Context: an optimization exercise on an open-source flow, tuned for small area. The choices shown serve that exercise and are no tape-out recipe. RTL that was checked went through simulation tests only; none was proved equivalent to the original. Function not checked in runs 2 to 4: the RTL went through the layout flow alone. No activity file was given, so power comes from the tool's default toggle rates.

<file path="design.v">
`default_nettype none
module rob_top (
  input  wire                    clk,
  input  wire                    rst,
  input  wire                    dispatch_valid,
  input  wire                    dispatch_reg_write_en,
  input  wire [5-1:0]  dispatch_reg_write_addr,
  input  wire [31:0]             dispatch_pc,
  input  wire [4-1:0]       dispatch_exc,
  output logic                   rob_full,
  output logic [3-1:0]  dispatch_tag,
  input  wire                    wb_valid,
  input  wire [3-1:0]   wb_tag,
  input  wire [32-1:0]      wb_data,
  input  wire [4-1:0]       wb_exc,
  output logic                   commit_valid,
  output logic [3-1:0]  commit_tag,
  output logic                   commit_reg_write_en,
  output logic [5-1:0] commit_reg_write_addr,
  output logic [32-1:0]     commit_data,
  output logic [31:0]            commit_pc,
  output logic [4-1:0]      commit_exc,
  output logic                   flush
);
  localparam int N  = 8;
  localparam int TW = 3;
  localparam int EW = (1 + 5 + 32);
  localparam int DW = 32;
  logic [TW-1:0]   cptr;      
  logic [TW-1:0]   tail;      
  logic            full;
  logic [N-1:0]    done;
  logic [N*EW-1:0] ent_q;
  logic [N*DW-1:0] data_q;
  logic [4-1:0] rcode;
  logic [TW-1:0]     rtag;
  logic              rdec;
  logic [TW-1:0] head;
  logic          empty;
  logic          retire;
  logic          alloc;
  logic          rv;
  assign head   = cptr + 1'b1;
  assign empty  = (head == tail) && !full;
  assign retire = !empty && done[head] && !flush;
  assign alloc  = dispatch_valid && !full && !flush;
  assign rv     = |rcode;
  logic [TW-1:0] wb_age;
  logic [TW-1:0] r_age;
  logic          wb_take;
  logic          al_take;
  assign wb_age  = wb_tag - head;
  assign r_age   = rtag - head;
  assign wb_take = wb_valid && (|wb_exc) && (!rv || wb_age < r_age);
  assign al_take = alloc && (|dispatch_exc) && !rv;
  always_ff @(posedge clk) begin
    if (!rst || flush) begin
      rcode <= '0;
    end else if (wb_take) begin
      rcode <= wb_exc;
    end else if (al_take) begin
      rcode <= dispatch_exc;
    end
  end
  always_ff @(posedge clk) begin
    if (wb_take) begin
      rtag <= wb_tag;
      rdec <= 1'b0;
    end else if (al_take) begin
      rtag <= tail;
      rdec <= 1'b1;
    end
  end
  always_ff @(posedge clk) begin
    if (!rst || flush) begin
      cptr <= TW'(N - 1);
      tail <= '0;
      full <= 1'b0;
    end else begin
      if (retire) cptr <= head;
      if (alloc)  tail <= tail + 1'b1;
      full <= !retire && (full || (alloc && tail == cptr));
    end
  end
  always_ff @(posedge clk) begin
    if (!rst) begin
      commit_valid <= 1'b0;
      flush        <= 1'b0;
    end else begin
      commit_valid <= retire;
      flush        <= retire && rv && (rtag == head);
    end
  end
  for (genvar i = 0; i < N; i++) begin : g_line
    logic tsel;
    logic wsel;
    assign tsel = (tail == TW'(i)) && !full;
    assign wsel = wb_valid && (wb_tag == TW'(i));
    always_ff @(posedge clk) begin
      if (tsel) ent_q[i*EW +: EW] <= {dispatch_reg_write_en, dispatch_reg_write_addr, dispatch_pc};
      if (wsel) data_q[i*DW +: DW] <= wb_data;
      if (tsel || wsel) done[i] <= wsel || (|dispatch_exc);
    end
  end
  logic [EW-1:0] c_ent;
  logic [DW-1:0] c_data;
  logic          dzero;
  assign dzero = flush && rdec;
  always_comb begin
    c_ent  = '0;
    c_data = '0;
    for (int i = 0; i < N; i++) begin
      if (cptr == TW'(i)) begin
        c_ent = c_ent | ent_q[i*EW +: EW];
        if (!dzero) c_data = c_data | data_q[i*DW +: DW];
      end
    end
  end
  assign rob_full     = full;
  assign dispatch_tag = tail;
  assign commit_tag   = cptr;
  assign {commit_reg_write_en, commit_reg_write_addr, commit_pc} = c_ent;
  assign commit_data  = c_data;
  assign commit_exc   = flush ? rcode : '0;
endmodule
`default_nettype wire
</file>
<file path="flow/run.sh">
#!/bin/bash
# Layout of the version: the standard flow (standard.sh) with
#  - synthesis mapped by an area-oriented ABC script (flow/my_synth.tcl,
#    flow/area.abc) and without Yosys's adder extraction, so ABC maps all logic,
#  - the smallest buffer (buf_1) on every input and output port,
#  - a clock tree of clkbuf_4 buffers, at most 8 sinks each, without dummy loads.
set -euo pipefail
work=$(pwd)
export FLOW_SYNTH_TCL="$work/synth_recipe.tcl"
export ADDER_MAP_FILE=
sed "s#SYNTH_SCRIPT=[^ ]*#SYNTH_SCRIPT=$work/flow/my_synth.tcl#" standard.sh > my_standard.sh
grep -q "SYNTH_SCRIPT=$work/flow/my_synth.tcl" my_standard.sh
export BUFFER_PORTS_ARGS="-buffer_cell sky130_fd_sc_hd__buf_1"
export CTS_ARGS="-sink_clustering_enable -repair_clock_nets -dont_use_dummy_load -buf_list sky130_fd_sc_hd__clkbuf_4 -sink_clustering_size 8 -sink_clustering_max_diameter 40"
bash my_standard.sh > flow_make.log 2>&1
</file>
<file path="flow/area.abc">
strash
&get -n
&fraig -x
&put
scorr
dc2
dretime
strash
&get -n
&dch -f
&nf -R 1000
&put
strash
&get -n
&dch -f
&nf -R 1000
&put
</file>
<file path="flow/my_synth.tcl">
# The standard flow's synthesis (synth_recipe.tcl), with ABC mapping the logic with an
# area-oriented script (area.abc) instead of ORFS's speed script.
set ::area_abc_script [file normalize [file join [file dirname [info script]] area.abc]]
proc abc {args} {
  set i [lsearch -exact $args -script]
  if {$i >= 0} { lset args [expr {$i + 1}] $::area_abc_script }
  yosys abc {*}$args
}
source $::env(FLOW_SYNTH_TCL)
</file>
<file path="standard.sh">
#!/bin/bash
# synth_recipe.tcl (not shown) runs the flow's synth.tcl, then flattens the netlist and writes it again
# the make line also repeats each setting of config.mk as NAME=value (left out here)
make -C /OpenROAD-flow-scripts/flow DESIGN_CONFIG=/design/flow/config.mk WORK_HOME=/design/flow/orfs CLKGATE_MAP_FILE= SYNTH_SCRIPT=/design/flow/synth_recipe.tcl "${@:-finish}"
</file>
<file path="config.mk">
export PLATFORM = sky130hd
export DESIGN_NAME = rob_top
export DESIGN_NICKNAME = rob_top
export VERILOG_FILES = /design/flow/design.v
export SDC_FILE = /design/flow/constraint.sdc
export NUM_CORES = 4
export LEC_CHECK = 0
export CAP_MARGIN = 20
export CORE_MARGIN = 2
export CORE_UTILIZATION = 65
export SLEW_MARGIN = 20
</file>
<file path="constraint.sdc">
create_clock -name core_clock -period 4.0 [get_ports {clk}]
set_input_delay 0.8000 -clock core_clock [delete_from_list [all_inputs] [get_ports {clk}]]
set_output_delay 0.8000 -clock core_clock [all_outputs]
set_load 0.01 [all_outputs]
</file>
==> flow_summary.json, run 1 <==
{
  "grt_max_degree": 71,
  "p_clk_frac": 0.198,
  "synth_cells": 1046,
  "dieArea_um2": 33300,
  "synth-seq-area-share": 0.843,
  "crit_path_start_kind": "flop",
  "slew_headroom": 0.304,
  "worstSkewPairLatency_ns": 0.74,
  "ys_top_cells_by_area": "edfxtp_1 83%, a222oi_1 5.7%, a22oi_1 2.6%",
  "die_h_um": 182,
  "post-place-ws_ns": 0.456,
  "vias_per_cell": 6.78,
  "p_switching_mw": 4.23,
  "ir_drop_uv": 516,
  "report.final.slew_viol_count": 0,
  "fp.dieW_um": 182,
  "yosysWarningCount": 1,
  "globalplace.congestion": 0.824,
  "p_seq_frac": 0.536,
  "drive_gt1_frac": 0.112,
  "wirelength_mm": 46.2,
  "synthFlopType": "edfxtp_1",
  "outcome": "timing/DRC/antenna clean",
  "fin_cells": 1753,
  "clkSlewWorstSetupHoldPaths_ns": 0.09,
  "hold_path_class": "in2reg",
  "ys_ff_latch": 585,
  "nets": 1431,
  "synthMostInstantiatedCell": "edfxtp_1",
  "avgSynthCellArea_um2": 19.8,
  "fill_cells": 2012,
  "num_rows": 65,
  "netlist_top_cells_count": "571 x edfxtp_1, 117 x a222oi_1, 72 x a22oi_1",
  "ys_types": 35,
  "start_util": 0.657,
  "postRouteAntennaNets": 0,
  "fin_tns_setup_ns": 0,
  "drt_iter0_drc": 1664,
  "leakagePower_nw": 7.09,
  "p_sw_frac": 0.311,
  "antenna_found_initial": 8,
  "power.density_nw_per_um2": 590,
  "syn_to_final_growth_pct": 11.7,
  "clockBufferDepth": 3,
  "cp-end-kind": "output pin",
  "root_buffer": "clkbuf_4",
  "r2r_setup_slack_ns": 0.59,
  "syn_nets": 1131,
  "critPathRequiredTime_ns": 3.20,
  "portBuffers": 167,
  "first_global_vias": 11900,
  "synth_edf_count": 571,
  "skew_ns": 0.0888,
  "yosysTopAreaCell": "edfxtp_1",
  "cts_buffers": 83,
  "gr-usage-all-layers": 0.283,
  "combPwrFrac": 0.265,
  "internal_power_mw": 9.39,
  "crit_type": "reg2out",
  "clock_sinks": 585,
  "fmaxAchievable_mhz": 269,
  "dp_cells": 1659,
  "setup_viol_count_final": 0,
  "htreeDepth": 3,
  "fin_crit_ns": 3.72,
  "synth_top_area_share": 0.829,
  "finalWorstSetupSlack_ns": 0.282,
  "wl_per_cell_um": 26.4,
  "tightest_slew_ns": 1.03,
  "core_area_um2": 31500,
  "finalHoldViolCount": 0,
  "io_pins": 168,
  "dp_hpwl_mm": 24.3,
  "first_pass_iters": 7,
  "vias": 11900,
  "worstPathMaxFanout": 25,
  "timing.hold.ws_ns": 0.398,
  "period_share": 0.930,
  "drv_cap": 0,
  "ys_async_sr_fraction": 0,
  "critPathArrivalTime_ns": 2.92,
  "cts_tree": "done",
  "drc": 0,
  "synth_area_um2": 20700,
  "overflow": 0,
  "rsz0062_at_grt": "false",
  "total_power_mw": 13.6,
  "grt_pass1_wl_mm": 69.6
}
[per-stage QoR]
stage,instance area [um2],utilization
3_3_place_gp,22400,0.712
3_5_place_dp,22400,0.712
6_report,23100,0.734
5_1_grt,23100,0.734
2_1_floorplan,20700,-
4_1_cts,23000,0.732
[layer usage]
metal / vias to the layer above / track usage / part of all wire
li1: 5243 / - / -
met1: 5921 / 0.417 / 0.41
met2: 651 / 0.437 / 0.47
met3: 71 / 0.0673 / 0.10
met4: 4 / 0.0777 / 0.019
met5: - / 0 / 0.00054
[worst paths after layout]
| check | cells past startpoint | endpoint | start |
|---|---|---|---|
| max reg2reg | 12 | rcode[1] | cptr[1] |
| max | 7 | commit_pc[22] | cptr[0] |
| min | 1 | ent_q[37] | dispatch_reg_write_en |
| min reg2reg | 1 | rdec | rdec |
[power by group through the flow]
stage          sequential, mW  combinational (mW)  clock (mW)
5_1_grt                  7.35                3.92        3.02
3_5_place_dp             7.45                3.59           0
3_3_place_gp             7.43                3.56           0
4_1_cts                  7.31                3.60        2.78
6_report                 7.31                3.61        2.70
2_1_floorplan            7.44                2.05           0
[area by class of cell]
| cell class | count | area, um2 | share of cell area |
|---|---|---|---|
| diodes | 7 | 17.5 | 0.000758 |
| clock buffers | 83 | 623 | 0.0270 |
| inverters | 10 | 37.5 | 0.00162 |
| multi-input cells | 451 | 3340 | 0.145 |
| flip-flops and latches | 585 | 17400 | 0.754 |
| well taps | 402 | 503 | 0.0218 |
| repair buffers | 215 | 1150 | 0.0498 |
[placed cells by master (no fill, tap or decap), types with 2 or more instances in the layout]
| cell type | n |
|---|---|
| a31oi_1 | 30 |
| and2_0 | 5 |
| buf_12 | 13 |
| nor2b_1 | 6 |
| dfxtp_1 | 12 |
| edfxtp_1 | 571 |
| a22oi_1 | 72 |
| a32oi_1 | 3 |
| a221oi_1 | 9 |
| maj3_1 | 2 |
| nor3_2 | 2 |
| diode_2 | 7 |
| nand3_1 | 28 |
| a222oi_1 | 117 |
| nor3_4 | 2 |
| nand2b_1 | 8 |
| dfxtp_2 | 2 |
| nor4_1 | 2 |
| a21oi_1 | 18 |
| nor2_1 | 17 |
| nand2_1 | 44 |
| clkinv_1 | 10 |
| xnor2_1 | 12 |
| mux2_1 | 3 |
| buf_1 | 167 |
| or2_0 | 2 |
| o21ai_0 | 16 |
| clkbuf_4 | 83 |
| nor2_4 | 12 |
| o22ai_1 | 2 |
| or3_1 | 2 |
| a22o_1 | 12 |
| buf_4 | 35 |
| nand4_1 | 14 |
[state kept, by name (all words and copies together), names as in the netlist]
name,flops
ent_q,304
data_q,256
done,8
rcode,4
cptr,3
rtag,3
tail,3
commit_valid,1
flush,1
full,1
rdec,1
[repair_timing]
item | CTS | global route
hold buffers | 0 | 0
setup endpoints to repair | 0 | 47
buffers inserted | 0 | 4
gates resized for setup | 0 | 2
[worst max-delay path, stage by stage, from the launching register on]
cell and delay [ns]:
dfxtp_2 0.53, nand2b_1 0.29, nor2_4 0.46, buf_12 0.28
buf_12 0.23, a222oi_1 0.12, nand3_1 0.17, buf_1 0.18
[cell families after synthesis]
family                   Yosys count  share of synthesized area
AND/OR/NAND/NOR                  149                     0.0344
adder cells (fa/ha/maj)            2                   0.000968
multiplexers                       3                    0.00163
XOR/XNOR                          12                    0.00508
flip-flops                       585                      0.843
AO/OA/AOI/OAI                    285                      0.113
buffers and inverters             10                    0.00182
==> inputs of run 2 (changes only) <==
--- a/design.v
+++ b/design.v
@@ -30,6 +30,7 @@
   logic [TW-1:0]   tail;      
   logic            full;
   logic [N-1:0]    done;
+  logic [N-1:0]    csel;      
   logic [N*EW-1:0] ent_q;
   logic [N*DW-1:0] data_q;
   logic [4-1:0] rcode;
@@ -74,10 +75,12 @@
   always_ff @(posedge clk) begin
     if (!rst || flush) begin
       cptr <= TW'(N - 1);
+      csel <= N'(1) << (N - 1);
       tail <= '0;
       full <= 1'b0;
     end else begin
       if (retire) cptr <= head;
+      if (retire) csel <= {csel[N-2:0], csel[N-1]};
       if (alloc)  tail <= tail + 1'b1;
       full <= !retire && (full || (alloc && tail == cptr));
     end
@@ -110,7 +113,7 @@
     c_ent  = '0;
     c_data = '0;
     for (int i = 0; i < N; i++) begin
-      if (cptr == TW'(i)) begin
+      if (csel[i]) begin
         c_ent = c_ent | ent_q[i*EW +: EW];
         if (!dzero) c_data = c_data | data_q[i*DW +: DW];
       end
==> flow_summary.json, run 2 <==
{
  "outcome": "timing/DRC/antenna clean",
  "fin_cells": 1757,
  "drc": 0,
  "yosysTopAreaCell": "edfxtp_1",
  "ys_ff_latch": 593,
  "rsz0062_at_grt": "false",
  "skew_ns": 0.0863,
  "fin_crit_ns": 3.25,
  "fin_tns_setup_ns": 0,
  "hold_path_class": "in2reg",
  "min_from": "wb_exc[0]",
  "worstPathMaxFanout": 41,
  "fmaxAchievable_mhz": 308,
  "cts.repair.resized": 0,
  "wirelength_mm": 47.7,
  "fin_util": 0.730,
  "total_power_mw": 13.8,
  "crit_end": "commit_data[1]",
  "netlist_top_cells_count": "571 x edfxtp_1, 137 x a222oi_1, 61 x a22oi_1",
  "overflow": 0,
  "final_common_cell": "edfxtp_1",
  "reg_top3": "ent_q x304, data_q x256",
  "synth_cells": 1055,
  "synth_top_area_share": 0.823,
  "gr-usage-all-layers": 0.290,
  "core_area_um2": 31600,
  "globalplace.congestion": 0.860,
  "postCtsSetupBuffers": 0,
  "r2r_setup_slack_ns": 0.94,
  "drt_iter0_drc": 1788,
  "antenna_found_initial": 7,
  "clkSlewWorstSetupHoldPaths_ns": 0.08,
  "critPathArrivalTime_ns": 2.45,
  "ir_drop_uv": 369,
  "ctsHoldBuffers": 0,
  "ys_types": 30,
  "synth-seq-area-share": 0.844,
  "dp_hpwl_mm": 26.1,
  "timing.hold.ws_ns": 0.358,
  "avgSynthCellArea_um2": 19.8,
  "drive_gt1_frac": 0.106,
  "finalHoldViolCount": 0,
  "syn_nets": 1140,
  "largest_reg_flops": 304,
  "power.density_nw_per_um2": 599,
  "regMostFlops": "ent_q",
  "wl_per_cell_um": 27.2,
  "die_h_um": 183,
  "io_pins": 168,
  "r2r-start": "cptr[0]",
  "drv_cap": 0,
  "worstSkewPairLatency_ns": 0.72,
  "dieArea_um2": 33500,
  "crit_path_start": "csel[6]",
  "grt_pass1_wl_mm": 71.5,
  "ys_top_cells_by_area": "edfxtp_1 82%, a222oi_1 6.6%, a22oi_1 2.2%",
  "synth_edf_count": 571,
  "slew_headroom": 0.339,
  "root_buffer": "clkbuf_4",
  "dp_cells": 1667,
  "start_util": 0.660,
  "nets": 1436,
  "postRouteAntennaNets": 0,
  "final_cell_mix": "571 x edfxtp_1, 167 x buf_1, 137 x a222oi_1, 84 x clkbuf_4, 61 x a22oi_1",
  "synth_area_um2": 20800,
  "num_rows": 65,
  "ys_async_sr_fraction": 0,
  "leakagePower_nw": 7.17,
  "cts_buffers": 84,
  "rr_endpoint": "rtag[0]",
  "htreeDepth": 3,
  "cp-end-kind": "output pin",
  "cts_tree": "done",
  "vias": 12100,
  "syn_to_final_growth_pct": 10.6,
  "period_share": 0.813,
  "synthMostInstantiatedCell": "edfxtp_1",
  "clockBufferDepth": 3,
  "worstRegToRegCells": 10,
  "critPathRequiredTime_ns": 3.20,
  "report.final.slew_viol_count": 0,
  "first_global_vias": 12100,
  "portBuffers": 167,
  "setup_viol_count_final": 0,
  "crit_type": "reg2out",
  "crit_path_start_kind": "flop",
  "tightest_slew_ns": 0.985,
  "fp.dieW_um": 183,
  "synthFlopType": "edfxtp_1",
  "yosysWarningCount": 1,
  "first_pass_iters": 6,
  "grt_max_degree": 44,
  "vias_per_cell": 6.89,
  "clock_sinks": 593
}
[run 2: cell types whose count changed after synthesis, sizes merged, moves of 11 or more]
cell / change
a222oi: +20
nor2: +18
nand3: +14
a22oi: -11
nand4: -11
[run 2: area by class of cell]
class | count | area, um2
tap | 402 | 503
clock buffer | 84 | 631
timing repair buffer | 210 | 975
sequential | 593 | 17600
inverter | 11 | 41.3
antenna | 6 | 15.0
multi-input combinational | 451 | 3260
fill | 2027 | 8510
[run 2: kinds of logic after synthesis]
| kind of cell | share of synthesized area |
|---|---|
| flops | 0.844 |
| xor+xnor | 0.00588 |
| simple gates | 0.0348 |
| compound gates | 0.112 |
| buf+inv | 0.00198 |
| fa+ha+maj | 0.000961 |
[run 2: per-layer routing]
layer | global-route usage | up-vias | wire length [um] | share of wire
li1 | - | 5258 | - | -
met1 | 0.429 | 6069 | 19200 | 0.40
met2 | 0.454 | 713 | 22900 | 0.48
met3 | 0.0518 | 66 | 4820 | 0.10
met4 | 0.0858 | 4 | 786 | 0.016
met5 | 0 | - | 27 | 0.00057
[run 2: power by group]
part | total, mW | internal, mW | leakage, nW | switching [mW]
clock network | 2.74 | 0.966 | 0.387 | 1.77
logic | 3.20 | 1.17 | 1.39 | 2.03
registers | 7.85 | 7.30 | 5.39 | 0.550
[run 2: worst max-delay path: stages (launching register included)]
cell     delay, ns
dfxtp_4       0.79
buf_4         0.36
a22oi_1       0.11
a31oi_1       0.28
buf_1         0.19
[run 2: per-stage QoR]
step	setup slack [ns]	area (um2)
2_1_floorplan	0.0449	20800
3_3_place_gp	1.06	22400
3_5_place_dp	0.940	22400
6_report	0.750	23000
4_1_cts	0.748	23000
5_1_grt	0.583	23000
[run 2: how the worst min path moves through the flow]
| stage | endpoint | slack [ns] | cells after the start |
|---|---|---|---|
| 6_report | rcode[0] | 0.36 | 3 |
| 5_1_grt | rcode[0] | 0.32 | 3 |
| 4_1_cts | rcode[0] | 0.29 | 3 |
| 3_5_place_dp | rdec | 0.46 | 2 |
| 3_3_place_gp | rdec | 0.45 | 2 |
| 2_1_floorplan | rdec | 0.43 | 2 |
==> inputs of run 3 (changes only) <==
--- a/design.v
+++ b/design.v
@@ -37,22 +37,22 @@
   logic [TW-1:0]     rtag;
   logic              rdec;
   logic [TW-1:0] head;
+  logic [N-1:0]  done_next;   
+  assign done_next = {done[0], done[N-1:1]};
   logic          empty;
   logic          retire;
   logic          alloc;
   logic          rv;
   assign head   = cptr + 1'b1;
   assign empty  = (head == tail) && !full;
-  assign retire = !empty && done[head] && !flush;
+  assign retire = !empty && (|(done_next & csel)) && !flush;
   assign alloc  = dispatch_valid && !full && !flush;
   assign rv     = |rcode;
-  logic [TW-1:0] wb_age;
-  logic [TW-1:0] r_age;
-  logic          wb_take;
-  logic          al_take;
-  assign wb_age  = wb_tag - head;
-  assign r_age   = rtag - head;
-  assign wb_take = wb_valid && (|wb_exc) && (!rv || wb_age < r_age);
+  logic wb_older;
+  logic wb_take;
+  logic al_take;
+  assign wb_older = (wb_tag < rtag) ^ (wb_tag <= cptr) ^ (rtag <= cptr);
+  assign wb_take  = wb_valid && (|wb_exc) && (!rv || wb_older);
   assign al_take = alloc && (|dispatch_exc) && !rv;
   always_ff @(posedge clk) begin
     if (!rst || flush) begin
--- a/config.mk
+++ b/config.mk
@@ -5,7 +5,7 @@
 export SDC_FILE = /design/flow/constraint.sdc
 export NUM_CORES = 4
 export LEC_CHECK = 0
-export CAP_MARGIN = 20
+export CAP_MARGIN = 10
 export CORE_MARGIN = 2
 export CORE_UTILIZATION = 65
-export SLEW_MARGIN = 20
+export SLEW_MARGIN = 10
==> flow_summary.json, run 3 <==
{
  "setup_viol_count_final": 0,
  "fin_crit_ns": 3.29,
  "cp-end-kind": "output pin",
  "p_clk_frac": 0.202,
  "drv_cap": 0,
  "outcome": "timing/DRC/antenna clean",
  "report.final.slew_viol_count": 0,
  "cts_buffers": 85,
  "combPwrFrac": 0.212,
  "tightest_slew_ns": 0.993,
  "num_rows": 65,
  "fmaxAchievable_mhz": 304,
  "nets": 1415,
  "crit_chain": "buf_4 -> a222oi_1 -> a31oi_1 -> buf_1",
  "p_seq_frac": 0.587,
  "wirelength_mm": 47.2,
  "cts_tree": "done",
  "globalplace.congestion": 0.850,
  "portBuffers": 167,
  "syn_to_final_growth_pct": 10.4,
  "ir_drop_uv": 362,
  "ys_async_sr_fraction": 0,
  "p_sw_frac": 0.309,
  "critPathRequiredTime_ns": 3.20,
  "hold_path_class": "in2reg",
  "drive_gt1_frac": 0.104,
  "dp_hpwl_mm": 24.7,
  "final_common_cell": "edfxtp_1",
  "first_global_vias": 12100,
  "grt_pass1_wl_mm": 70.5,
  "root_buffer": "clkbuf_4",
  "reg_top3": "ent_q x304, data_q x256",
  "io_pins": 168,
  "ys_ff_latch": 593,
  "dp_cells": 1645,
  "ctsHoldBuffers": 0,
  "power.density_nw_per_um2": 589,
  "regMostFlops": "ent_q",
  "yosysWarningCount": 1,
  "yosysTopAreaCell": "edfxtp_1",
  "vias_per_cell": 6.97,
  "largest_reg_flops": 304,
  "synth_area_um2": 20800,
  "leakagePower_nw": 7.10,
  "postRouteAntennaNets": 0,
  "start_util": 0.660,
  "synth-seq-area-share": 0.847,
  "cts.repair.resized": 0,
  "crit_path_start_kind": "flop",
  "gr-usage-all-layers": 0.286,
  "clockBufferDepth": 3,
  "first_pass_iters": 9,
  "overflow": 0,
  "crit_type": "reg2out",
  "final_cell_mix": "571 x edfxtp_1, 167 x buf_1, 138 x a222oi_1, 85 x clkbuf_4, 76 x a22oi_1",
  "core_area_um2": 31500,
  "drt_iter0_drc": 1834,
  "slew_headroom": 0.334,
  "netlist_top_cells_count": "571 x edfxtp_1, 138 x a222oi_1, 76 x a22oi_1",
  "clock_sinks": 593,
  "grt_max_degree": 61,
  "synth_cells": 1039,
  "wl_per_cell_um": 27.3,
  "rsz0062_at_grt": "false",
  "period_share": 0.823,
  "dieArea_um2": 33400,
  "synthFlopType": "edfxtp_1",
  "fp.dieW_um": 183,
  "cpPeakStageDelay_ns": 0.76,
  "ys_top_cells_by_area": "edfxtp_1 83%, a222oi_1 6.6%, a22oi_1 2.7%",
  "cpMaxStageDelayCell": "dfxtp_2",
  "postCtsSetupBuffers": 0,
  "vias": 12100,
  "fin_tns_setup_ns": 0,
  "clkSlewWorstSetupHoldPaths_ns": 0.09,
  "internal_power_mw": 9.34,
  "drc": 0,
  "syn_nets": 1124,
  "critPathArrivalTime_ns": 2.49,
  "synth_top_area_share": 0.825,
  "fin_cells": 1732,
  "die_h_um": 183,
  "synthMostInstantiatedCell": "edfxtp_1",
  "htreeDepth": 3,
  "finalHoldViolCount": 0,
  "skew_ns": 0.0774,
  "worstPathMaxFanout": 23,
  "avgSynthCellArea_um2": 20.0,
  "ys_types": 33,
  "antenna_found_initial": 4,
  "worstSkewPairLatency_ns": 0.74,
  "p_switching_mw": 4.17,
  "synth_edf_count": 571
}
-- run 3: changes by cell type after synthesis, sizes merged, moves of 3 or more --
cell / before / now
nor2: 47 / 35
a221oi: 9 / 3
xnor2: 10 / 6
a22oi: 61 / 76
nand2: 34 / 23
clkinv: 11 / 16
nand4: 3 / 6
nand3: 42 / 39
a31oi: 29 / 33
-- run 3: power groups by stage --
stage,logic (mW),clock network (mW),registers [mW]
after floorplan,1.59,0,7.89
after global placement,2.81,0,8.05
after detailed placement,2.85,0,8.06
after CTS,2.86,2.80,7.92
after global routing,3.11,3.02,7.98
final,2.86,2.72,7.92
-- run 3: area by class of cell --
class | count | area, um2
flip-flops and latches | 593 | 17600
fillers | 1995 | 8530
multi-input cells | 430 | 3180
repair buffers | 204 | 942
clock buffers | 85 | 638
well taps | 402 | 503
inverters | 16 | 60.1
diodes | 2 | 5.00
-- run 3: final timing paths --
check	startpoint	endpoint	slack [ns]	cells past startpoint
hold reg to reg	rdec	rdec	0.48	2
hold / removal	wb_exc[2]	rcode[2]	0.39	3
setup / recovery	csel[3]	commit_data[19]	0.71	4
setup reg to reg	rtag[1]	rcode[1]	1.40	11
-- run 3: cells by family after synthesis --
| family | after synthesis | synth area share |
|---|---|---|
| AND/OR/NAND/NOR | 127 | 0.0290 |
| flip-flops | 593 | 0.847 |
| XOR/XNOR | 8 | 0.00337 |
| AO/OA/AOI/OAI | 294 | 0.118 |
| adder cells (fa/ha/maj) | 1 | 0.000482 |
| buffers and inverters | 16 | 0.00289 |
-- run 3: stage by stage --
stage / instance area (um2) / power [mW] / hold WS (ns) / util / worst slack [ns]
after floorplan: 20800 / 9.47 / 0.433 / - / 0.0466
after global placement: 22300 / 10.9 / 0.458 / 0.709 / 1.08
after detailed placement: 22300 / 10.9 / 0.463 / 0.709 / 0.933
after CTS: 22900 / 13.6 / 0.322 / 0.729 / 0.649
after global routing: 22900 / 14.1 / 0.342 / 0.729 / 0.563
final: 22900 / 13.5 / 0.388 / 0.729 / 0.710
-- run 3: worst max-delay path: cells and delay by family (launching register included) --
family / cells / cell delay [ns]
DFF: 1 / 0.76
AOI/OAI and AO/OA: 2 / 0.36
buffers and inverters: 2 / 0.63
-- run 3: per-layer routing --
metal	global-route usage	wire [um]
met1	0.408	18400
met3	0.0602	5210
met4	0.101	1370
met5	0	26
met2	0.450	22200
==> inputs of run 4 (changes only) <==
--- a/design.v
+++ b/design.v
@@ -30,7 +30,6 @@
   logic [TW-1:0]   tail;      
   logic            full;
   logic [N-1:0]    done;
-  logic [N-1:0]    csel;      
   logic [N*EW-1:0] ent_q;
   logic [N*DW-1:0] data_q;
   logic [4-1:0] rcode;
@@ -45,7 +44,7 @@
   logic          rv;
   assign head   = cptr + 1'b1;
   assign empty  = (head == tail) && !full;
-  assign retire = !empty && (|(done_next & csel)) && !flush;
+  assign retire = !empty && done_next[cptr] && !flush;
   assign alloc  = dispatch_valid && !full && !flush;
   assign rv     = |rcode;
   logic wb_older;
@@ -75,12 +74,10 @@
   always_ff @(posedge clk) begin
     if (!rst || flush) begin
       cptr <= TW'(N - 1);
-      csel <= N'(1) << (N - 1);
       tail <= '0;
       full <= 1'b0;
     end else begin
       if (retire) cptr <= head;
-      if (retire) csel <= {csel[N-2:0], csel[N-1]};
       if (alloc)  tail <= tail + 1'b1;
       full <= !retire && (full || (alloc && tail == cptr));
     end
@@ -113,7 +110,7 @@
     c_ent  = '0;
     c_data = '0;
     for (int i = 0; i < N; i++) begin
-      if (csel[i]) begin
+      if (cptr == TW'(i)) begin
         c_ent = c_ent | ent_q[i*EW +: EW];
         if (!dzero) c_data = c_data | data_q[i*DW +: DW];
       end
==> flow_summary.json, run 4 <==
{
  "leakagePower_nw": 7.04,
  "fin_crit_ns": 3.74,
  "syn_nets": 1123,
  "postCtsSetupBuffers": 0,
  "report.final.slew_viol_count": 0,
  "globalplace.congestion": 0.843,
  "synth_top_area_share": 0.832,
  "critPathRequiredTime_ns": 3.20,
  "vias_per_cell": 6.82,
  "timing.hold.ws_ns": 0.384,
  "cts_buffers": 85,
  "fmaxAchievable_mhz": 267,
  "fin_tns_setup_ns": 0,
  "syn_to_final_growth_pct": 11.5,
  "skew_ns": 0.0449,
  "period_share": 0.935,
  "drv_cap": 0,
  "cts.repair.resized": 3,
  "grt_max_degree": 71,
  "fill_cells": 1987,
  "ys_async_sr_fraction": 0,
  "clockBufferDepth": 3,
  "ys_types": 35,
  "synthMostInstantiatedCell": "edfxtp_1",
  "gr-usage-all-layers": 0.286,
  "die_h_um": 182,
  "grt_pass1_wl_mm": 70.0,
  "total_power_mw": 13.7,
  "clock_sinks": 585,
  "ctsHoldBuffers": 0,
  "core_area_um2": 31400,
  "wirelength_mm": 46.5,
  "worstPathMaxFanout": 16,
  "synth_cells": 1038,
  "tightest_slew_ns": 1.04,
  "wl_per_cell_um": 26.7,
  "clkSlewWorstSetupHoldPaths_ns": 0.09,
  "drt_iter0_drc": 1644,
  "num_rows": 65,
  "synth-seq-area-share": 0.845,
  "dp_hpwl_mm": 24.5,
  "ir_drop_uv": 404,
  "synthFlopType": "edfxtp_1",
  "crit_path_start_kind": "flop",
  "fin_util": 0.732,
  "worstSkewPairLatency_ns": 0.74,
  "drc": 0,
  "yosysTopAreaCell": "edfxtp_1",
  "ys_top_cells_by_area": "edfxtp_1 83%, a222oi_1 6.2%, a22oi_1 2.4%",
  "power.density_nw_per_um2": 595,
  "ys_ff_latch": 585,
  "hold_path_class": "in2reg",
  "overflow": 0,
  "root_buffer": "clkbuf_4",
  "final_cell_mix": "571 x edfxtp_1, 167 x buf_1, 128 x a222oi_1, 85 x clkbuf_4, 66 x a22oi_1",
  "fp.dieW_um": 182,
  "reg_top3": "ent_q x304, data_q x256, done x8",
  "regMostFlops": "ent_q",
  "nets": 1422,
  "first_pass_iters": 8,
  "vias": 11900,
  "portBuffers": 167,
  "synth_edf_count": 571,
  "finalHoldViolCount": 0,
  "finalWorstSetupSlack_ns": 0.258,
  "setup_viol_count_final": 0,
  "dieArea_um2": 33200,
  "final_common_cell": "edfxtp_1",
  "cp-end-kind": "output pin",
  "outcome": "timing/DRC/antenna clean",
  "cts_tree": "done",
  "htreeDepth": 3,
  "post-place-ws_ns": 0.568,
  "slew_headroom": 0.302,
  "postRouteAntennaNets": 0,
  "antenna_found_initial": 5,
  "largest_reg_flops": 304,
  "first_global_vias": 11800,
  "io_pins": 168,
  "crit_type": "reg2out",
  "avgSynthCellArea_um2": 19.9,
  "synth_area_um2": 20600,
  "rsz0062_at_grt": "false",
  "yosysWarningCount": 1,
  "netlist_top_cells_count": "571 x edfxtp_1, 128 x a222oi_1, 66 x a22oi_1",
  "critPathArrivalTime_ns": 2.94,
  "start_util": 0.657,
  "drive_gt1_frac": 0.113
}
run 4: cell types whose count changed after synthesis, moves of 4 or more:
cell      delta
nand2_1     +14
a222oi_1    -10
a22oi_1     -10
a221oi_1     +8
dfxtp_1      -8
nor2_1       -6
a22o_1       +5
nor3_1       +4
o21ai_0      -4
run 4: final timing paths:
check        slack (ns)  cells after the start        endpoint       start
max                0.26                      6  commit_data[1]     cptr[0]
min                0.38                      1      data_q[35]  wb_data[3]
max reg2reg        1.68                      7           flush     cptr[0]
min reg2reg        0.46                      2        rcode[3]    rcode[3]
run 4: cells by family (layout without fill, tap and decap cells):
| family | count (synthesis) | count (layout) | synth area share |
|---|---|---|---|
| xor+xnor | 6 | 6 | 0.00255 |
| other cells | 0 | 4 | 0 |
| simple gates | 141 | 141 | 0.0320 |
| buf+inv | 17 | 314 | 0.00310 |
| flops | 585 | 585 | 0.845 |
| fa+ha+maj | 1 | 1 | 0.000486 |
| compound gates | 288 | 288 | 0.117 |
run 4: power breakdown:
| part | internal [mW] | total (mW) | leakage [nW] | switching [mW] |
|---|---|---|---|---|
| clock network | 0.977 | 2.75 | 0.391 | 1.77 |
| registers | 7.13 | 7.31 | 5.32 | 0.178 |
| logic | 1.23 | 3.62 | 1.33 | 2.38 |
| total | 9.34 | 13.7 | 7.04 | 4.33 |
run 4: final cells by class:
type | count | area (um2) | area share
diodes | 4 | 10.0 | 0.000435
clock buffers | 85 | 638 | 0.0278
inverters | 17 | 65.1 | 0.00283
multi-input cells | 436 | 3250 | 0.142
flip-flops and latches | 585 | 17400 | 0.758
well taps | 402 | 503 | 0.0219
repair buffers | 212 | 1080 | 0.0472
run 4: critical path, stage by stage, from the launching register on:
cell	delay (ns)
dfxtp_2	0.57
nand2_1	0.29
nor2_4	0.49
buf_4	0.29
a222oi_1	0.12
a31oi_1	0.27
buf_1	0.19
run 4: through the flow:
| stage | cell area [um2] | instances |
|---|---|---|
| final | 23000 | 1741 |
| after global placement | 22300 | 1652 |
| after global routing | 23000 | 1738 |
| after floorplan | 20700 | 1038 |
| after CTS | 23000 | 1737 |
| after detailed placement | 22300 | 1652 |
run 4: layer usage:
| layer | global-route usage | wire, um | part of all wire | vias to the layer above |
|---|---|---|---|---|
| li1 | - | - | - | 5223 |
| met1 | 0.426 | 18600 | 0.40 | 5909 |
| met2 | 0.445 | 22000 | 0.47 | 665 |
| met3 | 0.0593 | 5230 | 0.11 | 69 |
| met4 | 0.0710 | 630 | 0.014 | 6 |
| met5 | 0 | 40 | 0.00086 | - |
==> inputs of run 5 (changes only) <==
--- a/design.v
+++ b/design.v
@@ -30,21 +30,26 @@
   logic [TW-1:0]   tail;      
   logic            full;
   logic [N-1:0]    done;
+  logic [N-1:0]    csel;      
   logic [N*EW-1:0] ent_q;
   logic [N*DW-1:0] data_q;
   logic [4-1:0] rcode;
   logic [TW-1:0]     rtag;
   logic              rdec;
-  logic [TW-1:0] head;
-  logic [N-1:0]  done_next;   
-  assign done_next = {done[0], done[N-1:1]};
+  logic [N-1:0]  hsel;        
+  assign hsel = {csel[N-2:0], csel[N-1]};
+  always_comb begin
+    cptr = '0;
+    for (int i = 0; i < N; i++) begin
+      if (csel[i]) cptr = cptr | TW'(i);
+    end
+  end
   logic          empty;
   logic          retire;
   logic          alloc;
   logic          rv;
-  assign head   = cptr + 1'b1;
-  assign empty  = (head == tail) && !full;
-  assign retire = !empty && done_next[cptr] && !flush;
+  assign empty  = hsel[tail] && !full;
+  assign retire = !empty && (|(done & hsel)) && !flush;
   assign alloc  = dispatch_valid && !full && !flush;
   assign rv     = |rcode;
   logic wb_older;
@@ -73,13 +78,13 @@
   end
   always_ff @(posedge clk) begin
     if (!rst || flush) begin
-      cptr <= TW'(N - 1);
+      csel <= N'(1) << (N - 1);
       tail <= '0;
       full <= 1'b0;
     end else begin
-      if (retire) cptr <= head;
+      if (retire) csel <= {csel[N-2:0], csel[N-1]};
       if (alloc)  tail <= tail + 1'b1;
-      full <= !retire && (full || (alloc && tail == cptr));
+      full <= !retire && (full || (alloc && csel[tail]));
     end
   end
   always_ff @(posedge clk) begin
@@ -88,7 +93,7 @@
       flush        <= 1'b0;
     end else begin
       commit_valid <= retire;
-      flush        <= retire && rv && (rtag == head);
+      flush        <= retire && rv && hsel[rtag];
     end
   end
   for (genvar i = 0; i < N; i++) begin : g_line
@@ -99,7 +104,7 @@
     always_ff @(posedge clk) begin
       if (tsel) ent_q[i*EW +: EW] <= {dispatch_reg_write_en, dispatch_reg_write_addr, dispatch_pc};
       if (wsel) data_q[i*DW +: DW] <= wb_data;
-      if (tsel || wsel) done[i] <= wsel || (|dispatch_exc);
+      done[i] <= tsel ? (|dispatch_exc) : (done[i] || wsel);
     end
   end
   logic [EW-1:0] c_ent;
@@ -110,7 +115,7 @@
     c_ent  = '0;
     c_data = '0;
     for (int i = 0; i < N; i++) begin
-      if (cptr == TW'(i)) begin
+      if (csel[i]) begin
         c_ent = c_ent | ent_q[i*EW +: EW];
         if (!dzero) c_data = c_data | data_q[i*DW +: DW];
       end
==> flow_summary.json, run 5 <==
{
  "ir_drop_uv": 358,
  "clkSlewWorstSetupHoldPaths_ns": 0.09,
  "syn_to_final_growth_pct": 10.7,
  "ys_types": 35,
  "synth_cells": 1035,
  "final_common_cell": "edfxtp_1",
  "cts.repair.resized": 0,
  "met3_length_mm": 5.45,
  "dp_hpwl_mm": 23.7,
  "netlist_top_cells_count": "563 x edfxtp_1, 140 x a222oi_1, 70 x a22oi_1",
  "crit_type": "reg2out",
  "wirelength_mm": 46.8,
  "finalHoldViolCount": 0,
  "report.final.slew_viol_count": 0,
  "rsz0062_at_grt": "false",
  "reg_top3": "ent_q x304, data_q x256",
  "post-place-ws_ns": 0.747,
  "ctsHoldBuffers": 0,
  "htreeDepth": 3,
  "skew_ns": 0.0650,
  "p_clk_frac": 0.200,
  "io_pins": 168,
  "worstPathMaxFanout": 52,
  "clock_sinks": 590,
  "cp-end-kind": "output pin",
  "drv_cap": 0,
  "portBuffers": 167,
  "tightest_slew_ns": 1.09,
  "largest_reg_flops": 304,
  "postRouteAntennaNets": 0,
  "ys_async_sr_fraction": 0,
  "synth_top_area_share": 0.818,
  "cp_top_family": "flip-flops",
  "core_area_um2": 31500,
  "period_share": 0.874,
  "internal_power_mw": 9.39,
  "cts_tree": "done",
  "power.density_nw_per_um2": 597,
  "worst-path-buf-inv": 2,
  "yosysTopAreaCell": "edfxtp_1",
  "grt_max_degree": 60,
  "worstSkewPairLatency_ns": 0.70,
  "wl_per_cell_um": 27.2,
  "regMostFlops": "ent_q",
  "first_global_vias": 11900,
  "critPathRequiredTime_ns": 3.20,
  "wl_met2_mm": 21.9,
  "yosysWarningCount": 1,
  "die_h_um": 182,
  "synth_edf_count": 563,
  "vias": 12000,
  "nets": 1402,
  "hold_path_class": "in2reg",
  "postCtsSetupBuffers": 0,
  "avgSynthCellArea_um2": 20.0,
  "ys_top_cells_by_area": "edfxtp_1 82%, a222oi_1 6.8%, dfxtp_1 2.6%",
  "cpMaxStageDelayCell": "dfxtp_4",
  "overflow": 0,
  "clockBufferDepth": 3,
  "p_switching_mw": 4.27,
  "p_sw_frac": 0.312,
  "grt_pass1_wl_mm": 70.2,
  "synthFlopType": "edfxtp_1",
  "ys_ff_latch": 590,
  "fin_tns_setup_ns": 0,
  "fin_crit_ns": 3.50,
  "final_cell_mix": "563 x edfxtp_1, 167 x buf_1, 140 x a222oi_1, 84 x clkbuf_4, 70 x a22oi_1",
  "final_area_um2": 22900,
  "outcome": "timing/DRC/antenna clean",
  "num_rows": 65,
  "wl_met1_mm": 18.6,
  "timing.hold.ws_ns": 0.393,
  "vias_per_cell": 6.98,
  "crit_chain": "buf_4 -> a222oi_1 -> a31oi_1 -> buf_1",
  "synth-seq-area-share": 0.844,
  "combPwrFrac": 0.204,
  "first_pass_iters": 8,
  "cts_buffers": 84,
  "leakagePower_nw": 7.01,
  "slew_headroom": 0.265,
  "antenna_found_initial": 6,
  "root_buffer": "clkbuf_4",
  "drt_iter0_drc": 1716,
  "globalplace.congestion": 0.776,
  "crit_path_start_kind": "flop",
  "drive_gt1_frac": 0.107,
  "fmaxAchievable_mhz": 286,
  "cpPeakStageDelay_ns": 0.88,
  "start_util": 0.657,
  "synthMostInstantiatedCell": "edfxtp_1",
  "routed.top_layer": "met5",
  "p_seq_frac": 0.595,
  "synth_area_um2": 20700,
  "place_area_um2": 22200,
  "syn_nets": 1120,
  "gr-usage-all-layers": 0.284,
  "drc": 0,
  "fp.dieW_um": 182,
  "setup_viol_count_final": 0,
  "dieArea_um2": 33200,
  "finalWorstSetupSlack_ns": 0.502,
  "critPathArrivalTime_ns": 2.70
}
run 5: cell types whose count changed in the layout (fill, tap and decap cells not counted), moves of 4 or more:
cell | previous run | this run
nor3_1 | 3 | 8
nand2_1 | 37 | 21
dfxtp_1 | 11 | 19
a21oi_1 | 12 | 28
edfxtp_1 | 571 | 563
a221oi_1 | 11 | 4
nor4_1 | 1 | 5
a22oi_1 | 66 | 70
dfxtp_4 | 0 | 8
a22o_1 | 8 | 1
a222oi_1 | 128 | 140
buf_4 | 36 | 24
nor2_1 | 17 | 9
clkinv_1 | 16 | 12
run 5: power groups by stage:
stage	Sequential [mW]	Clock, mW	Combinational, mW
floorplan	8.04	0	1.58
global placement	8.23	0	2.75
detailed placement	8.26	0	2.79
CTS	8.12	2.81	2.81
global route	8.19	3.06	3.04
finish	8.13	2.74	2.79
run 5: through the flow:
stage                      util  instances  power [mW]
after floorplan               -       1035        9.62
after global placement    0.706       1633        11.0
after detailed placement  0.706       1633        11.1
after CTS                 0.726       1717        13.7
after global routing      0.727       1719        14.3
final                     0.727       1721        13.7
run 5: cells by family after synthesis:
| logic type | Yosys count | synth area share |
|---|---|---|
| buffers and inverters | 12 | 0.00218 |
| AND/OR/NAND/NOR | 122 | 0.0289 |
| AO/OA/AOI/OAI | 304 | 0.120 |
| XOR/XNOR | 1 | 0.000424 |
| adder cells (fa/ha/maj) | 2 | 0.000969 |
| multiplexers | 4 | 0.00321 |
| flip-flops | 590 | 0.844 |
run 5: area by class of cell:
cell class                 count  area (um2)
multi-input combinational    433        3300
inverter                      12        45.0
sequential                   590       17500
timing repair buffer         196         907
antenna                        4        10.0
tap                          402         503
fill                        1986        8600
clock buffer                  84         631
run 5: worst reg2reg max path, delay by kind of cell, from the launching register on:
family / cells / cell delay, ns
AOI/OAI and AO/OA: 6 / 1.15
and+or+nand+nor: 2 / 0.80
DFF: 1 / 0.63
run 5: path summary, 6_finish.rpt:
check             start               to  slack [ns]  cells past startpoint
max             csel[7]  commit_data[24]        0.50                      4
min          wb_data[5]      data_q[229]        0.39                      1
max reg2reg     csel[4]          rtag[0]        1.11                      8
min reg2reg        rdec             rdec        0.48                      1
run 5: routing by layer:
layer	global-route usage	vias up
li1	-	5213
met1	0.418	5992
met2	0.441	733
met3	0.0565	78
met4	0.0855	4
met5	0	-
==> inputs of run 6 (changes only) <==
--- a/design.v
+++ b/design.v
@@ -104,7 +104,7 @@
     always_ff @(posedge clk) begin
       if (tsel) ent_q[i*EW +: EW] <= {dispatch_reg_write_en, dispatch_reg_write_addr, dispatch_pc};
       if (wsel) data_q[i*DW +: DW] <= wb_data;
-      done[i] <= tsel ? (|dispatch_exc) : (done[i] || wsel);
+      if (tsel || wsel) done[i] <= wsel || (|dispatch_exc);
     end
   end
   logic [EW-1:0] c_ent;
==> flow_summary.json, run 6 <==
{
  "outcome": "timing/DRC/antenna clean",
  "dieArea_um2": 33400,
  "antenna_found_initial": 3,
  "syn_to_final_growth_pct": 10.3,
  "r2r_setup_slack_ns": 1.04,
  "synth_area_um2": 20800,
  "critPathArrivalTime_ns": 2.71,
  "slew_headroom": 0.270,
  "worstSkewPairLatency_ns": 0.74,
  "start_util": 0.659,
  "worstRegToRegCells": 9,
  "fin_crit_ns": 3.51,
  "hold_path_depth": 1,
  "vias_per_cell": 6.87,
  "clockBufferDepth": 3,
  "overflow": 0,
  "grt_pass1_wl_mm": 69.7,
  "cts_tree": "done",
  "ir_drop_uv": 380,
  "grt_max_degree": 61,
  "ctsHoldBuffers": 0,
  "synthMostInstantiatedCell": "edfxtp_1",
  "synth-seq-area-share": 0.843,
  "regMostFlops": "ent_q",
  "clkSlewWorstSetupHoldPaths_ns": 0.09,
  "portBuffers": 167,
  "worstPathMaxFanout": 48,
  "synth_top_family_by_area": "compound AO/OA/AOI/OAI gates",
  "final_common_cell": "edfxtp_1",
  "io_pins": 168,
  "synth_edf_count": 571,
  "nets": 1412,
  "setup_viol_count_final": 0,
  "synth_cells": 1042,
  "ys_top_cells_by_area": "edfxtp_1 82%, a222oi_1 6.7%, a22oi_1 2.7%",
  "yosys.area_share.adder": 0.000963,
  "fp.dieW_um": 183,
  "fin_tns_setup_ns": 0,
  "report.final.slew_viol_count": 0,
  "core_area_um2": 31600,
  "first_global_vias": 11900,
  "htreeDepth": 3,
  "num_rows": 65,
  "ys_types": 34,
  "power.density_nw_per_um2": 598,
  "clock_sinks": 590,
  "dp_hpwl_mm": 23.5,
  "avgSynthCellArea_um2": 19.9,
  "syn_nets": 1127,
  "drc": 0,
  "muxShareOfSynthArea": 0.00325,
  "largest_reg_flops": 304,
  "first_pass_iters": 8,
  "leakagePower_nw": 7.04,
  "cts.repair.resized": 0,
  "gr-usage-all-layers": 0.282,
  "postRouteAntennaNets": 0,
  "skew_ns": 0.0606,
  "vias": 11900,
  "yosysTopAreaCell": "edfxtp_1",
  "wl_per_cell_um": 27.1,
  "die_h_um": 183,
  "rsz0062_at_grt": "false",
  "crit_path_start_kind": "flop",
  "wirelength_mm": 46.8,
  "fmaxAchievable_mhz": 285,
  "crit_type": "reg2out",
  "synthSimpleGateAreaFrac": 0.0283,
  "period_share": 0.877,
  "ys_ff_latch": 590,
  "ys_async_sr_fraction": 0,
  "yosysWarningCount": 1,
  "finalHoldViolCount": 0,
  "synth_top_area_share": 0.825,
  "root_buffer": "clkbuf_4",
  "netlist_top_cells_count": "571 x edfxtp_1, 139 x a222oi_1, 75 x a22oi_1",
  "hold_path_class": "in2reg",
  "critPathRequiredTime_ns": 3.20,
  "fill_cells": 1961,
  "timing.hold.ws_ns": 0.400,
  "synthXorXnorAreaFrac": 0.000421,
  "reg_top3": "ent_q x304, data_q x256",
  "cts_buffers": 85,
  "postCtsSetupBuffers": 0,
  "final_cell_mix": "571 x edfxtp_1, 167 x buf_1, 139 x a222oi_1, 85 x clkbuf_4, 75 x a22oi_1",
  "drt_iter0_drc": 1495,
  "synthFlopType": "edfxtp_1",
  "drv_cap": 0,
  "cp-end-kind": "output pin",
  "globalplace.congestion": 0.882,
  "synth_compound_area_frac": 0.120,
  "drive_gt1_frac": 0.103,
  "tightest_slew_ns": 1.08
}
## run 6: cell types whose count changed after synthesis, moves of 4 or more
cell and delta:
nor3_1 -10, a22oi_1 +5, nand3_1 +5, edfxtp_1 +8, clkinv_1 +8, o21ai_0 +5, dfxtp_1 -8, a21oi_1 -4
## run 6: final cells by class
type,instances,area (um2),area share
antenna,2,5.00,0.000218
clock buffer,85,638,0.0278
inverter,20,75.1,0.00327
multi-input combinational,432,3250,0.142
sequential,590,17600,0.766
tap,402,503,0.0219
timing repair buffer,198,897,0.0391
## run 6: final timing paths
| kind | startpoint | end |
|---|---|---|
| setup reg to reg | csel[1] | rtag[2] |
| hold reg to reg | rdec | rdec |
| hold / removal | dispatch_reg_write_addr[2] | ent_q[148] |
| setup / recovery | csel[7] | commit_reg_write_addr[3] |
## run 6: cell families after synthesis
group,after synthesis
AO/OA/AOI/OAI,306
XOR/XNOR,1
adder cells (fa/ha/maj),2
buffers and inverters,20
flip-flops,590
multiplexers,4
AND/OR/NAND/NOR,119
## run 6: power breakdown
| part | internal, mW | switching, mW |
|---|---|---|
| Clock | 0.977 | 1.76 |
| Sequential | 7.40 | 0.639 |
| Combinational | 1.05 | 1.87 |
## run 6: critical path, cell delays in order (launching register included)
cell      delay, ns
dfxtp_4        0.89
buf_4          0.54
a222oi_1       0.13
nand3_1        0.24
buf_1          0.18
## run 6: stage by stage
step | area, um2 | power, mW | cells | setup slack, ns | utilization
global placement | 22300 | 11.0 | 1642 | 0.942 | 0.706
global route | 22900 | 14.3 | 1728 | 0.382 | 0.727
CTS | 22900 | 13.8 | 1727 | 0.456 | 0.726
floorplan | 20800 | 9.64 | 1042 | 0.0176 | -
detailed placement | 22300 | 11.1 | 1642 | 0.812 | 0.706
finish | 22900 | 13.7 | 1729 | 0.492 | 0.727
## run 6: metal layers
metal  wire (um)  share of wire  global-route usage  vias to the layer above
met4         920          0.020              0.0870                        2
met5          13        0.00028                   0                        -
met3        4970           0.11              0.0635                       80
met1       17900           0.38               0.388                     5918
li1            -              -                   -                     5233
met2       23000           0.49               0.462                      647
==> inputs of run 7 (changes only) <==
==> flow/run.sh (replaced) <==
#!/bin/bash
# Layout of the version: the standard flow (standard.sh) with
#  - synthesis mapped by an area-oriented ABC script (flow/my_synth.tcl,
#    flow/area.abc) and without Yosys's adder extraction, so ABC maps all logic,
#  - the smallest buffer (buf_1) on every input and output port,
#  - a clock tree of clkbuf_4 buffers with clkbuf_8 leaves of at most 16 sinks, without dummy loads.
set -euo pipefail
work=$(pwd)
export FLOW_SYNTH_TCL="$work/synth_recipe.tcl"
export ADDER_MAP_FILE=
sed "s#SYNTH_SCRIPT=[^ ]*#SYNTH_SCRIPT=$work/flow/my_synth.tcl#" standard.sh > my_standard.sh
grep -q "SYNTH_SCRIPT=$work/flow/my_synth.tcl" my_standard.sh
export BUFFER_PORTS_ARGS="-buffer_cell sky130_fd_sc_hd__buf_1"
export CTS_ARGS="-sink_clustering_enable -repair_clock_nets -dont_use_dummy_load -buf_list sky130_fd_sc_hd__clkbuf_4 -sink_clustering_buffer sky130_fd_sc_hd__clkbuf_8 -sink_clustering_size 16 -sink_clustering_max_diameter 50"
bash my_standard.sh > flow_make.log 2>&1
==> flow_summary.json, run 7 <==
{
  "period_share": 0.879,
  "fin_tns_setup_ns": 0,
  "finalHoldViolCount": 0,
  "start_util": 0.659,
  "ys_top_cells_by_area": "edfxtp_1 82%, a222oi_1 6.7%, a22oi_1 2.7%",
  "postRouteAntennaNets": 0,
  "report.final.slew_viol_count": 0,
  "portBuffers": 167,
  "final_cell_mix": "571 x edfxtp_1, 167 x buf_1, 139 x a222oi_1, 75 x a22oi_1, 42 x nand3_1",
  "clockBufferDepth": 3,
  "synth_edf_count": 571,
  "die_h_um": 183,
  "clkSlewWorstSetupHoldPaths_ns": 0.10,
  "setup_viol_count_final": 0,
  "leakagePower_nw": 6.97,
  "cp-end-kind": "output pin",
  "hold_path_class": "in2reg",
  "vias_per_cell": 6.87,
  "avgSynthCellArea_um2": 19.9,
  "gr-usage-all-layers": 0.278,
  "critPathRequiredTime_ns": 3.20,
  "antenna_found_initial": 4,
  "slew_headroom": 0.265,
  "dp_hpwl_mm": 23.5,
  "final_common_cell": "edfxtp_1",
  "power.density_nw_per_um2": 594,
  "crit_type": "reg2out",
  "drt_iter0_drc": 1624,
  "grt_pass1_wl_mm": 68.8,
  "netlist_top_cells_count": "571 x edfxtp_1, 139 x a222oi_1, 75 x a22oi_1",
  "wirelength_mm": 46.3,
  "ir_drop_uv": 383,
  "drc": 0,
  "nets": 1373,
  "synthFlopType": "edfxtp_1",
  "ctsHoldBuffers": 0,
  "dieArea_um2": 33400,
  "yosysWarningCount": 1,
  "fmaxAchievable_mhz": 285,
  "first_pass_iters": 7,
  "critPathArrivalTime_ns": 2.71,
  "core_area_um2": 31600,
  "vias": 11600,
  "rsz0062_at_grt": "false",
  "htreeDepth": 2,
  "synth_top_area_share": 0.825,
  "syn_to_final_growth_pct": 10.1,
  "overflow": 0,
  "largest_reg_flops": 304,
  "final_area_um2": 22900,
  "globalplace.congestion": 0.882,
  "drive_gt1_frac": 0.0754,
  "ys_types": 34,
  "timing.hold.ws_ns": 0.367,
  "postCtsSetupBuffers": 0,
  "regMostFlops": "ent_q",
  "cts_buffers": 46,
  "cts.repair.resized": 0,
  "synth_area_um2": 20800,
  "syn_nets": 1127,
  "tightest_slew_ns": 1.09,
  "yosysTopAreaCell": "edfxtp_1",
  "synth-seq-area-share": 0.843,
  "drv_cap": 0,
  "crit_path_start_kind": "flop",
  "skew_ns": 0.0471,
  "worstPathMaxFanout": 48,
  "ys_ff_latch": 590,
  "reg_top3": "ent_q x304, data_q x256",
  "root_buffer": "clkbuf_4",
  "fill_cells": 1950,
  "ys_async_sr_fraction": 0,
  "fin_crit_ns": 3.51,
  "synth_cells": 1042,
  "io_pins": 168,
  "wl_per_cell_um": 27.4,
  "worstSkewPairLatency_ns": 0.76,
  "fp.dieW_um": 183,
  "synthMostInstantiatedCell": "edfxtp_1",
  "outcome": "timing/DRC/antenna clean",
  "clock_sinks": 590,
  "grt_max_degree": 61,
  "first_global_vias": 11600,
  "num_rows": 65,
  "cts_tree": "done",
  "place_area_um2": 22300
}
-- run 7: final timing paths --
check                           slack, ns  startpoint  cells after the start                  endpoint
worst max-delay path                 0.49     csel[7]                      4  commit_reg_write_addr[3]
worst max register to register       1.06     csel[1]                      8                   rtag[2]
worst min register to register       0.49        rdec                      1                      rdec
worst min-delay path                 0.37   wb_exc[1]                      3                  rcode[1]
-- run 7: cell type report --
| cell class | instances | area, um2 | share of cell area |
|---|---|---|---|
| Sequential cell | 590 | 17600 | 0.767 |
| Timing Repair Buffer | 198 | 897 | 0.0392 |
| Tap cell | 402 | 503 | 0.0220 |
| Inverter | 20 | 75.1 | 0.00328 |
| Multi-Input combinational cell | 432 | 3250 | 0.142 |
| Antenna cell | 3 | 7.51 | 0.000328 |
| Clock buffer | 46 | 602 | 0.0263 |
-- run 7: logic make-up (layout without fill, tap and decap cells) --
logic type | count (synthesis) | count (layout) | synth area share
flip-flops | 590 | 590 | 0.843
adder cells (fa/ha/maj) | 2 | 2 | 0.000963
XOR/XNOR | 1 | 1 | 0.000421
multiplexers | 4 | 4 | 0.00325
buffers and inverters | 20 | 264 | 0.00361
AO/OA/AOI/OAI | 306 | 306 | 0.120
other | 0 | 3 | 0
AND/OR/NAND/NOR | 119 | 119 | 0.0283
-- run 7: critical path, stage by stage, from the launching register on --
cell	delay [ns]
dfxtp_4	0.89
buf_4	0.55
a222oi_1	0.13
nand3_1	0.21
buf_1	0.17
-- run 7: power breakdown --
part | switching [mW] | total [mW] | internal, mW
combinational | 1.87 | 2.92 | 1.05
sequential | 0.637 | 8.04 | 7.40
clock | 1.69 | 2.65 | 0.961
total | 4.20 | 13.6 | 9.41
-- run 7: routing by layer --
| metal | vias to the layer above | global-route usage | wire (um) |
|---|---|---|---|
| li1 | 5119 | - | - |
| met1 | 5825 | 0.383 | 17900 |
| met2 | 596 | 0.461 | 22800 |
| met3 | 79 | 0.0542 | 4450 |
| met4 | 2 | 0.0858 | 1160 |
| met5 | - | 0 | 13 |
-- run 7: stage by stage --
| stage | std cells | worst slack [ns] | power, mW | utilization |
|---|---|---|---|---|
| 3_5_place_dp | 1642 | 0.812 | 11.1 | 0.706 |
| 2_1_floorplan | 1042 | 0.0176 | 9.64 | - |
| 4_1_cts | 1688 | 0.405 | 13.7 | 0.725 |
| 5_1_grt | 1690 | 0.349 | 14.2 | 0.725 |
| 6_report | 1691 | 0.485 | 13.6 | 0.726 |
| 3_3_place_gp | 1642 | 0.942 | 11.0 | 0.706 |
==> inputs of run 8 (changes only) <==
--- a/design.v
+++ b/design.v
@@ -104,7 +104,7 @@
     always_ff @(posedge clk) begin
       if (tsel) ent_q[i*EW +: EW] <= {dispatch_reg_write_en, dispatch_reg_write_addr, dispatch_pc};
       if (wsel) data_q[i*DW +: DW] <= wb_data;
-      if (tsel || wsel) done[i] <= wsel || (|dispatch_exc);
+      done[i] <= tsel ? (|dispatch_exc) : (done[i] || wsel);
     end
   end
   logic [EW-1:0] c_ent;
==> flow_summary.json, run 8 <==
{
  "fin_crit_ns": 3.59,
  "htreeDepth": 2,
  "crit_chain": "buf_4 -> a222oi_1 -> a31oi_1 -> buf_1",
  "globalplace.congestion": 0.776,
  "fmaxAchievable_mhz": 279,
  "first_global_vias": 11500,
  "rsz0062_at_grt": "false",
  "overflow": 0,
  "critPathArrivalTime_ns": 2.79,
  "ctsHoldBuffers": 0,
  "grt_pass1_wl_mm": 68.7,
  "setup_viol_count_final": 0,
  "synthFlopType": "edfxtp_1",
  "first_pass_iters": 7,
  "outcome": "timing/DRC/antenna clean",
  "syn_to_final_growth_pct": 10.5,
  "syn_nets": 1120,
  "fin_tns_setup_ns": 0,
  "wl_per_cell_um": 27.4,
  "final_common_cell": "edfxtp_1",
  "tightest_slew_ns": 1.08,
  "wirelength_mm": 46.1,
  "clock_sinks": 590,
  "regMostFlops": "ent_q",
  "nets": 1363,
  "start_util": 0.657,
  "postRouteAntennaNets": 0,
  "synth_edf_count": 563,
  "critPathRequiredTime_ns": 3.20,
  "clkSlewWorstSetupHoldPaths_ns": 0.08,
  "ys_top_cells_by_area": "edfxtp_1 82%, a222oi_1 6.8%, dfxtp_1 2.6%",
  "avgSynthCellArea_um2": 20.0,
  "drive_gt1_frac": 0.0799,
  "crit_path_start_kind": "flop",
  "synth_cells": 1035,
  "p_switching_mw": 4.17,
  "die_h_um": 182,
  "drt_iter0_drc": 1786,
  "portBuffers": 167,
  "hold_path_class": "in2reg",
  "ys_async_sr_fraction": 0,
  "cpMaxStageDelayCell": "dfxtp_4",
  "p_clk_frac": 0.194,
  "combPwrFrac": 0.205,
  "num_rows": 65,
  "wl_met1_mm": 18.6,
  "p_sw_frac": 0.308,
  "cts.repair.resized": 0,
  "ys_ff_latch": 590,
  "synthMostInstantiatedCell": "edfxtp_1",
  "cts_tree": "done",
  "drv_cap": 0,
  "leakagePower_nw": 6.94,
  "dp_cells": 1633,
  "finalHoldViolCount": 0,
  "final_cell_mix": "563 x edfxtp_1, 167 x buf_1, 140 x a222oi_1, 70 x a22oi_1, 40 x clkbuf_8",
  "report.final.slew_viol_count": 0,
  "cp-end-kind": "output pin",
  "vias_per_cell": 7.00,
  "reg_top3": "ent_q x304, data_q x256",
  "worstSkewPairLatency_ns": 0.74,
  "root_buffer": "clkbuf_4",
  "synth-seq-area-share": 0.844,
  "postCtsSetupBuffers": 0,
  "skew_ns": 0.0478,
  "wl_met2_mm": 21.7,
  "yosysTopAreaCell": "edfxtp_1",
  "routed.top_layer": "met5",
  "period_share": 0.897,
  "netlist_top_cells_count": "563 x edfxtp_1, 140 x a222oi_1, 70 x a22oi_1",
  "ys_types": 35,
  "met3_length_mm": 5.03,
  "antenna_found_initial": 5,
  "power.density_nw_per_um2": 593,
  "synth_area_um2": 20700,
  "grt_max_degree": 60,
  "fp.dieW_um": 182,
  "internal_power_mw": 9.36,
  "io_pins": 168,
  "crit_type": "reg2out",
  "yosysWarningCount": 1,
  "ir_drop_uv": 376,
  "drc": 0,
  "dp_hpwl_mm": 23.7,
  "cpPeakStageDelay_ns": 0.90,
  "worstPathMaxFanout": 52,
  "largest_reg_flops": 304,
  "fin_cells": 1682,
  "hold_path_depth": 2,
  "dieArea_um2": 33200,
  "clockBufferDepth": 3,
  "gr-usage-all-layers": 0.278,
  "synth_top_area_share": 0.818,
  "cts_buffers": 45,
  "slew_headroom": 0.273,
  "vias": 11800,
  "p_seq_frac": 0.600,
  "core_area_um2": 31500,
  "worstRegToRegCells": 8
}
run 8: cell count changes after synthesis, sizes merged, moves of 8 or more:
cell	before	now
clkinv	20	12
dfxtp	19	27
edfxtp	571	563
nor3	2	12
run 8: final timing paths:
| path | endpoint | slack [ns] | from |
|---|---|---|---|
| setup / recovery | commit_data[24] | 0.41 | csel[7] |
| hold reg to reg | rdec | 0.50 | rdec |
| hold / removal | commit_valid | 0.36 | rst |
| setup reg to reg | rtag[0] | 1.08 | csel[4] |
run 8: logic make-up after synthesis:
group                      Yosys count  synth area share
muxes                                4           0.00321
xor gates and xnor gates             1          0.000424
AOI/OAI and AO/OA                  304             0.120
and+or+nand+nor                    122            0.0289
DFF                                590             0.844
adders and majority gates            2          0.000969
buffers and inverters               12           0.00218
run 8: metal layers:
metal,GRT usage,vias to the layer above
met2,0.436,663
met3,0.0495,72
met4,0.0677,4
met5,0,-
li1,-,5101
met1,0.417,5926
run 8: worst max-delay path, delay by kind of cell, from the launching register on:
kind	cells	cell delay (ns)
flops	1	0.90
buf+inv	2	0.68
compound gates	2	0.49
run 8: power by group through the flow:
stage	clock, mW	combinational, mW	sequential (mW)
after detailed placement	0	2.79	8.26
after global placement	0	2.75	8.23
after global routing	2.90	3.04	8.19
after CTS	2.67	2.80	8.12
final	2.63	2.78	8.12
after floorplan	0	1.58	8.04
run 8: per-stage QoR:
| stage | total power, mW | instance area (um2) | worst slack (ns) | util | hold slack, ns |
|---|---|---|---|---|---|
| final | 13.5 | 22800 | 0.413 | 0.725 | 0.358 |
| after CTS | 13.6 | 22800 | 0.401 | 0.725 | 0.328 |
| after floorplan | 9.62 | 20700 | 0.114 | - | 0.434 |
| after global routing | 14.1 | 22800 | 0.301 | 0.725 | 0.347 |
| after detailed placement | 11.1 | 22200 | 0.747 | 0.706 | 0.470 |
| after global placement | 11.0 | 22200 | 0.889 | 0.706 | 0.441 |
run 8: layout make-up:
type                       instances  area (um2)
timing repair buffer             196         907
fill                            1950        8640
antenna                            4        10.0
clock buffer                      45         588
sequential                       590       17500
multi-input combinational        433        3300
tap                              402         503
inverter                          12        45.0

## re-timing with driven ports
How much do the figures lean on ideal ports? The routed layouts below were timed once more, with nothing changed but the port constraints. Step 1 assumes that a clkbuf_16 drives the clock port and a buf_2 every other input. Step 2 times the ports against the registers' clock, not the clock port: input delays grow and output delays shrink by t, the midpoint of the rising clock arrivals with the driver on. Slacks: ideal / step 1 / step 2; pairs: ideal / step 1.
run | t, ns | setup slack, ns | latest minus earliest clock arrival (ns) | worst slew at a driven data input, ns | pins driven straight from the clock port
run 1 | 0.738 | 0.282 / 0.232 / 0.502 | 0.101 / 0.101 | 0.09 | 1
run 2 | 0.739 | 0.750 / 0.701 / 0.935 | 0.113 / 0.114 | 0.09 | 1
run 3 | 0.747 | 0.710 / 0.663 / 0.837 | 0.086 / 0.086 | 0.10 | 1
run 4 | 0.779 | 0.258 / 0.208 / 0.786 | 0.064 / 0.064 | 0.09 | 1
run 5 | 0.738 | 0.502 / 0.454 / 0.688 | 0.109 / 0.109 | 0.09 | 1
run 6 | 0.740 | 0.492 / 0.448 / 0.741 | 0.085 / 0.085 | 0.08 | 1
run 7 | 0.784 | 0.485 / 0.438 / 0.704 | 0.051 / 0.051 | 0.09 | 1
run 8 | 0.768 | 0.413 / 0.365 / 0.734 | 0.054 / 0.055 | 0.08 | 1
After both steps setup and hold are still met in every run listed.
